Source: an optimization exercise on an open RTL-to-GDS flow (aim: small area). Production flows keep margins and buffers that such runs may drop.
Only simulation tests tie the RTL to the original design; equivalence was not proved.
No activity file was given, so power comes from the tool's default toggle rates.

==> 10-02 <==
==> flow/design.v (excerpt) <==
module apb_slave_mem (
    input  logic        hclk,
    input  logic        hreset,
    input  logic [2:0]  pselx,
    input  logic        penable,
    input  logic        pwrite,
    input  logic [31:0] paddr,
    input  logic [31:0] pwdata,
    output logic [31:0] prdata,
    output logic        perr,
    output logic [15:0] wr_count,
    output logic [15:0] rd_count
);
    localparam logic [1:0] ST_IDLE   = 2'd0;
    localparam logic [1:0] ST_SETUP  = 2'd1;
    localparam logic [1:0] ST_ACCESS = 2'd2;
    logic [1:0]  state_q, state_d;
    logic [31:0] mem_q [48];
    logic [47:0] vld_q;
    logic [2:0]  lat_sel_q;
    logic [3:0]  lat_idx_q;
    logic        lat_wr_q;
    logic [31:0] prdata_q;
    logic        perr_q;
    logic [15:0] wr_count_q;
    logic [15:0] rd_count_q;
    logic        sel, multi, lat_multi, mismatch;
    logic        err_set, latch, commit, commit_ok;
    logic [3:0]  idx;
    logic [31:0] rd_word;
    logic [47:0] rsel, wsel;
    assign sel       = |pselx;
    assign multi     = (pselx[0] & pselx[1]) | (pselx[0] & pselx[2]) | (pselx[1] & pselx[2]);
    assign lat_multi = (lat_sel_q[0] & lat_sel_q[1]) | (lat_sel_q[0] & lat_sel_q[2]) | (lat_sel_q[1] & lat_sel_q[2]);
    assign idx       = paddr[5:2];
    assign mismatch  = (pselx != lat_sel_q) || (idx != lat_idx_q) || (pwrite != lat_wr_q);
    assign commit_ok = commit && !multi && !lat_multi;
    always_comb begin
        for (int b = 0; b < 3; b++)
  ...
==> module apb_slave_mem, before the edit <==
module apb_slave_mem (
    input  logic        hclk,
    input  logic        hreset,
    input  logic [2:0]  pselx,
    input  logic        penable,
    input  logic        pwrite,
    input  logic [31:0] paddr,
    input  logic [31:0] pwdata,
    output logic [31:0] prdata,
    output logic        perr,
    output logic [15:0] wr_count,
    output logic [15:0] rd_count
);
    localparam logic [1:0] ST_IDLE   = 2'd0;
    localparam logic [1:0] ST_SETUP  = 2'd1;
    localparam logic [1:0] ST_ACCESS = 2'd2;
    logic [1:0]  state_q, state_d;
    logic [31:0] mem_q [48];
    logic [47:0] vld_q;
    logic [2:0]  lat_sel_q;
    logic [3:0]  lat_idx_q;
    logic        lat_wr_q;
    logic [31:0] prdata_q;
    logic        perr_q;
    logic [15:0] wr_count_q;
    logic [15:0] rd_count_q;
    logic        sel, multi, lat_multi, mismatch;
    logic        err_set, latch, commit, commit_ok;
    logic [3:0]  idx;
    logic [31:0] rd_word;
    logic [47:0] rsel, wsel;
    assign sel       = |pselx;
    assign multi     = (pselx[0] & pselx[1]) | (pselx[0] & pselx[2]) | (pselx[1] & pselx[2]);
    assign lat_multi = (lat_sel_q[0] & lat_sel_q[1]) | (lat_sel_q[0] & lat_sel_q[2]) | (lat_sel_q[1] & lat_sel_q[2]);
    assign idx       = paddr[5:2];
    assign mismatch  = (pselx != lat_sel_q) || (idx != lat_idx_q) || (pwrite != lat_wr_q);
    assign commit_ok = commit && !multi && !lat_multi;
    always_comb begin
        for (int b = 0; b < 3; b++)
            for (int w = 0; w < 16; w++) begin
                rsel[b*16+w] = pselx[b] && (idx == w[3:0]) && vld_q[b*16+w];
                wsel[b*16+w] = commit_ok && lat_wr_q && lat_sel_q[b] && (lat_idx_q == w[3:0]);
            end
        rd_word = '0;
        for (int k = 0; k < 48; k++)
            rd_word = rd_word | (mem_q[k] & {32{rsel[k]}});
    end
    always_comb begin
        state_d = state_q;
        err_set = multi;
        latch   = 1'b0;
        commit  = 1'b0;
        case (state_q)
            ST_IDLE: begin
                if (penable) begin
                    err_set = 1'b1;
                end else if (sel) begin
                    state_d = ST_SETUP;
                    latch   = 1'b1;
                end
            end
            ST_SETUP: begin
                if (!sel) begin
                    state_d = ST_IDLE;
                    err_set = 1'b1;
                end else if (penable) begin
                    state_d = ST_ACCESS;
                    commit  = 1'b1;
                    if (mismatch) err_set = 1'b1;
                end
            end
            ST_ACCESS: begin
                if (!sel) begin
                    state_d = ST_IDLE;
                end else if (penable) begin
                    err_set = 1'b1;
                end else begin
                    state_d = ST_SETUP;
                    latch   = 1'b1;
                end
            end
            default: state_d = ST_IDLE;
        endcase
    end
    always_ff @(posedge hclk or posedge hreset) begin
        if (hreset) begin
            state_q    <= ST_IDLE;
            vld_q      <= '0;
            prdata_q   <= '0;
            perr_q     <= 1'b0;
            wr_count_q <= '0;
            rd_count_q <= '0;
        end else begin
            state_q <= state_d;
            vld_q   <= vld_q | wsel;
            if (latch && !pwrite && !multi) prdata_q <= rd_word;
            if (commit_ok && lat_wr_q)  wr_count_q <= wr_count_q + 16'd1;
            if (commit_ok && !lat_wr_q) rd_count_q <= rd_count_q + 16'd1;
            if (err_set) perr_q <= 1'b1;
        end
    end
    always_ff @(posedge hclk) begin
        if (latch) begin
            lat_sel_q <= pselx;
            lat_idx_q <= idx;
            lat_wr_q  <= pwrite;
        end
    end
    always_ff @(posedge hclk) begin
        for (int k = 0; k < 48; k++)
            if (wsel[k]) mem_q[k] <= pwdata;
    end
    assign prdata   = prdata_q;
    assign perr     = perr_q;
    assign wr_count = wr_count_q;
    assign rd_count = rd_count_q;
endmodule
clock: 5.0 ns
lec_check: 0
cap_margin: 20
core_margin: 2
core_utilization: 70
slew_margin: 20
run.sh (not shown) runs the stock make flow with config.mk's settings and CLKGATE_MAP_FILE= SYNTH_SCRIPT=/design/flow/synth_recipe.tcl, a recipe that flattens the netlist after the stock synthesis.
==> 03-19: changes against 10-02 <==
--- a/flow/design.v
+++ b/flow/design.v
@@ -1,3 +1,46 @@
+module apb_mem_bit (
+    input  logic q,
+    input  logic wen,
+    input  logic hen,
+    input  logic wd,
+    output logic d
+);
+    assign d = ~((q | wen) & (wd | hen));
+endmodule
+module apb_rd_aoi222 (
+    input  logic [2:0] q,
+    input  logic [2:0] s,
+    output logic       y_n
+);
+    assign y_n = ~|(q & s);
+endmodule
+module apb_rd_nand4 (
+    input  logic [3:0] a,
+    output logic       y
+);
+    assign y = ~&a;
+endmodule
+module apb_rd_or4 (
+    input  logic [3:0] a,
+    output logic       y
+);
+    assign y = |a;
+endmodule
+module apb_mem_rdbit (
+    input  logic [47:0] q,
+    input  logic [47:0] rsel,
+    output logic        y
+);
+    logic [15:0] t_n;
+    logic [3:0]  u;
+    for (genvar j = 0; j < 16; j++) begin : g_t
+        apb_rd_aoi222 u_t (.q(q[j*3 +: 3]), .s(rsel[j*3 +: 3]), .y_n(t_n[j]));
+    end
+    for (genvar j = 0; j < 4; j++) begin : g_u
+        apb_rd_nand4 u_u (.a(t_n[j*4 +: 4]), .y(u[j]));
+    end
+    apb_rd_or4 u_y (.a(u), .y(y));
+endmodule
 module apb_slave_mem (
     input  logic        hclk,
     input  logic        hreset,
@@ -14,36 +57,49 @@
     localparam logic [1:0] ST_IDLE   = 2'd0;
     localparam logic [1:0] ST_SETUP  = 2'd1;
     localparam logic [1:0] ST_ACCESS = 2'd2;
-    logic [1:0]  state_q, state_d;
-    logic [31:0] mem_q [48];
-    logic [47:0] vld_q;
-    logic [2:0]  lat_sel_q;
-    logic [3:0]  lat_idx_q;
-    logic        lat_wr_q;
-    logic [31:0] prdata_q;
-    logic        perr_q;
-    logic [15:0] wr_count_q;
-    logic [15:0] rd_count_q;
-    logic        sel, multi, lat_multi, mismatch;
-    logic        err_set, latch, commit, commit_ok;
-    logic [3:0]  idx;
-    logic [31:0] rd_word;
-    logic [47:0] rsel, wsel;
+    logic [1:0]    state_q, state_d;
+    logic [1535:0] mem_q, mem_d;
+    logic [47:0]   vld_q;
+    logic          phase_q;
+    logic [2:0]    lat_sel_q;
+    logic [3:0]    lat_idx_q;
+    logic          lat_wr_q;
+    logic [31:0]   prdata_q;
+    logic          perr_q;
+    logic [15:0]   wr_count_q;
+    logic [15:0]   rd_count_q;
+    logic          sel, multi, lat_multi, mismatch;
+    logic          err_set, latch, commit, commit_ok;
+    logic [3:0]    idx;
+    logic [31:0]   mux_word, rd_word, wd;
+    logic [47:0]   rsel, wsel;
+    logic          hit;
     assign sel       = |pselx;
     assign multi     = (pselx[0] & pselx[1]) | (pselx[0] & pselx[2]) | (pselx[1] & pselx[2]);
     assign lat_multi = (lat_sel_q[0] & lat_sel_q[1]) | (lat_sel_q[0] & lat_sel_q[2]) | (lat_sel_q[1] & lat_sel_q[2]);
     assign idx       = paddr[5:2];
     assign mismatch  = (pselx != lat_sel_q) || (idx != lat_idx_q) || (pwrite != lat_wr_q);
     assign commit_ok = commit && !multi && !lat_multi;
-    always_comb begin
+    always_comb
         for (int b = 0; b < 3; b++)
             for (int w = 0; w < 16; w++) begin
                 rsel[b*16+w] = pselx[b] && (idx == w[3:0]) && vld_q[b*16+w];
                 wsel[b*16+w] = commit_ok && lat_wr_q && lat_sel_q[b] && (lat_idx_q == w[3:0]);
             end
-        rd_word = '0;
-        for (int k = 0; k < 48; k++)
-            rd_word = rd_word | (mem_q[k] & {32{rsel[k]}});
+    assign hit = |rsel;
+    for (genvar i = 0; i < 32; i++) begin : g_rd
+        logic [47:0] col;
+        for (genvar k = 0; k < 48; k++) begin : g_col
+            assign col[k] = mem_q[k*32+i];
+        end
+        apb_mem_rdbit u_rd (.q(col), .rsel(rsel), .y(mux_word[i]));
+    end
+    assign rd_word = mux_word ^ {32{phase_q & hit}};
+    assign wd = pwdata ^ {32{phase_q}};
+    for (genvar k = 0; k < 48; k++) begin : g_word
+        for (genvar i = 0; i < 32; i++) begin : g_bit
+            apb_mem_bit u_bit (.q(mem_q[k*32+i]), .wen(wsel[k]), .hen(~wsel[k]), .wd(wd[i]), .d(mem_d[k*32+i]));
+        end
     end
     always_comb begin
         state_d = state_q;
@@ -85,6 +141,7 @@
     always_ff @(posedge hclk or posedge hreset) begin
         if (hreset) begin
             state_q    <= ST_IDLE;
+            phase_q    <= 1'b0;
             vld_q      <= '0;
             prdata_q   <= '0;
             perr_q     <= 1'b0;
@@ -92,6 +149,7 @@
             rd_count_q <= '0;
         end else begin
             state_q <= state_d;
+            phase_q <= ~phase_q;
             vld_q   <= vld_q | wsel;
             if (latch && !pwrite && !multi) prdata_q <= rd_word;
             if (commit_ok && lat_wr_q)  wr_count_q <= wr_count_q + 16'd1;
@@ -106,10 +164,7 @@
             lat_wr_q  <= pwrite;
         end
     end
-    always_ff @(posedge hclk) begin
-        for (int k = 0; k < 48; k++)
-            if (wsel[k]) mem_q[k] <= pwdata;
-    end
+    always_ff @(posedge hclk) mem_q <= mem_d;
     assign prdata   = prdata_q;
     assign perr     = perr_q;
     assign wr_count = wr_count_q;
==> flow/flow/run.sh (new file) <==
#!/bin/bash
# Own layout flow: the standard flow (standard synthesis unchanged),
# with two layout settings changed:
#  - port buffers are the smallest buffer (buf_1) instead of the default pick;
#  - the clock tree uses clkbuf_8 with larger sink clusters and no dummy
#    loads, which keeps flip-flop clock-pin slew near 100 ps.
# Each tool's full output goes to the ORFS logs under orfs/logs/; make's own
# output goes to standard.log in the work folder.
set -euo pipefail
cd "$(dirname "$0")/.."
bash standard.sh \
  "BUFFER_PORTS_ARGS=-buffer_cell sky130_fd_sc_hd__buf_1" \
  "CTS_ARGS=-sink_clustering_enable -repair_clock_nets -dont_use_dummy_load -buf_list sky130_fd_sc_hd__clkbuf_8 -sink_clustering_size 14 -sink_clustering_max_diameter 50" \
  finish > standard.log 2>&1
==> flow/standard.sh (new file) <==
#!/bin/bash
# synth_recipe.tcl (not shown) runs the flow's synth.tcl, then flattens the netlist and writes it again
# the make line also repeats each setting of config.mk as NAME=value (left out here)
make -C /OpenROAD-flow-scripts/flow DESIGN_CONFIG=/design/flow/config.mk WORK_HOME=/design/flow/orfs CLKGATE_MAP_FILE= SYNTH_SCRIPT=/design/flow/synth_recipe.tcl "${@:-finish}"
--- a/flow/config.mk
+++ b/flow/config.mk
@@ -7,5 +7,6 @@
 export LEC_CHECK = 0
 export CAP_MARGIN = 20
 export CORE_MARGIN = 2
-export CORE_UTILIZATION = 70
+export CORE_UTILIZATION = 60
 export SLEW_MARGIN = 20
+export SYNTH_HIERARCHICAL = 1
removed: flow/run.sh
==> 08-13: changes against 10-02 <==
--- a/flow/config.mk
+++ b/flow/config.mk
@@ -8,4 +8,7 @@
 export CAP_MARGIN = 20
 export CORE_MARGIN = 2
 export CORE_UTILIZATION = 70
+export CTS_BUF_LIST = sky130_fd_sc_hd__clkbuf_8
+export CTS_CLUSTER_SIZE = 30
+export GPL_TIMING_DRIVEN = 0
 export SLEW_MARGIN = 20
==> metrics.md <==
| Metric | Value |
|---|---|
| Final setup violation count | `2` |
| Net switching power | `5.99 mW` |
| Fraction of area in multi-input gates | `15.1%` |
| Violated Checks | `setup timing` |
| Outcome | `finished with violations` |
| Setup slack after layout | `-281 ps` |
| Post-synth top area share | `76.6%` |
| Clock power frac | `39.5%` |
(the above is from 08-13)
==> metrics.md <==
| Metric | Value |
|---|---|
| Post-synth top area share | `76.6%` |
| Final setup violation count | `0` |
| FF/Latch Area | `0.0492 mm²` |
| Outcome | `no timing/DRC/antenna violations` |
| Crit. Startpoint | `paddr[2]` |
| CLK BUF | `218` |
| CP peak stage delay | `990 ps` |
| Setup slack after layout | `854 ps` |
| Net switching power | `5.70 mW` |
| Clock power frac | `42.0%` |
(the above is from 10-02)
==> metrics.md <==
| Metric | Value |
|---|---|
| Outcome | `no timing/DRC/antenna violations` |
| Share of total power in sequential cells | `64.3%` |
| Clock power frac | `31.2%` |
| Fraction of area in multi-input gates | `33.3%` |
| Post-Synthesis Net Count | `4,602` |
| Final setup violation count | `0` |
| Setup slack after layout | `around 770 ps` |
| Post-synth top area share | `57.1%` |
| Net switching power | `5.08 mW` |
| Area of the multi-input gates | `0.0201 mm²` |
(the above is from 03-19)

[afterwards: timing with drivers on the ports]
Ports are ideal in the flow. The routed layouts listed here were re-timed in OpenROAD.
Step 1: set_driving_cell puts a clkbuf_16 on hclk and a buf_2 on each other input, an assumption about the parent block.
Step 2, shift: input delay + t, output delay - t, t = (earliest + latest rising clock arrival at the registers) / 2. This alone moves slack from input paths to output paths.
a / b / c = no drivers / after step 1 / after step 2; a / b = the first two.
run	t (ns)	setup WS [ns]	hold WS [ns]
10-02	0.826	0.854 / 0.888 / 0.063	0.459 / 0.459 / 0.459
03-19	0.896	0.767 / 0.726 / -0.170	0.201 / 0.153 / 0.446
08-13	1.028	-0.281 / -0.246 / -1.274	0.301 / 0.252 / 0.459
With both steps, setup timing fails in 03-19, where it was met with ideal ports. For 08-13, which loses most, drivers alone change the setup slack by +0.035 ns; drivers and shift together by -0.993 ns.
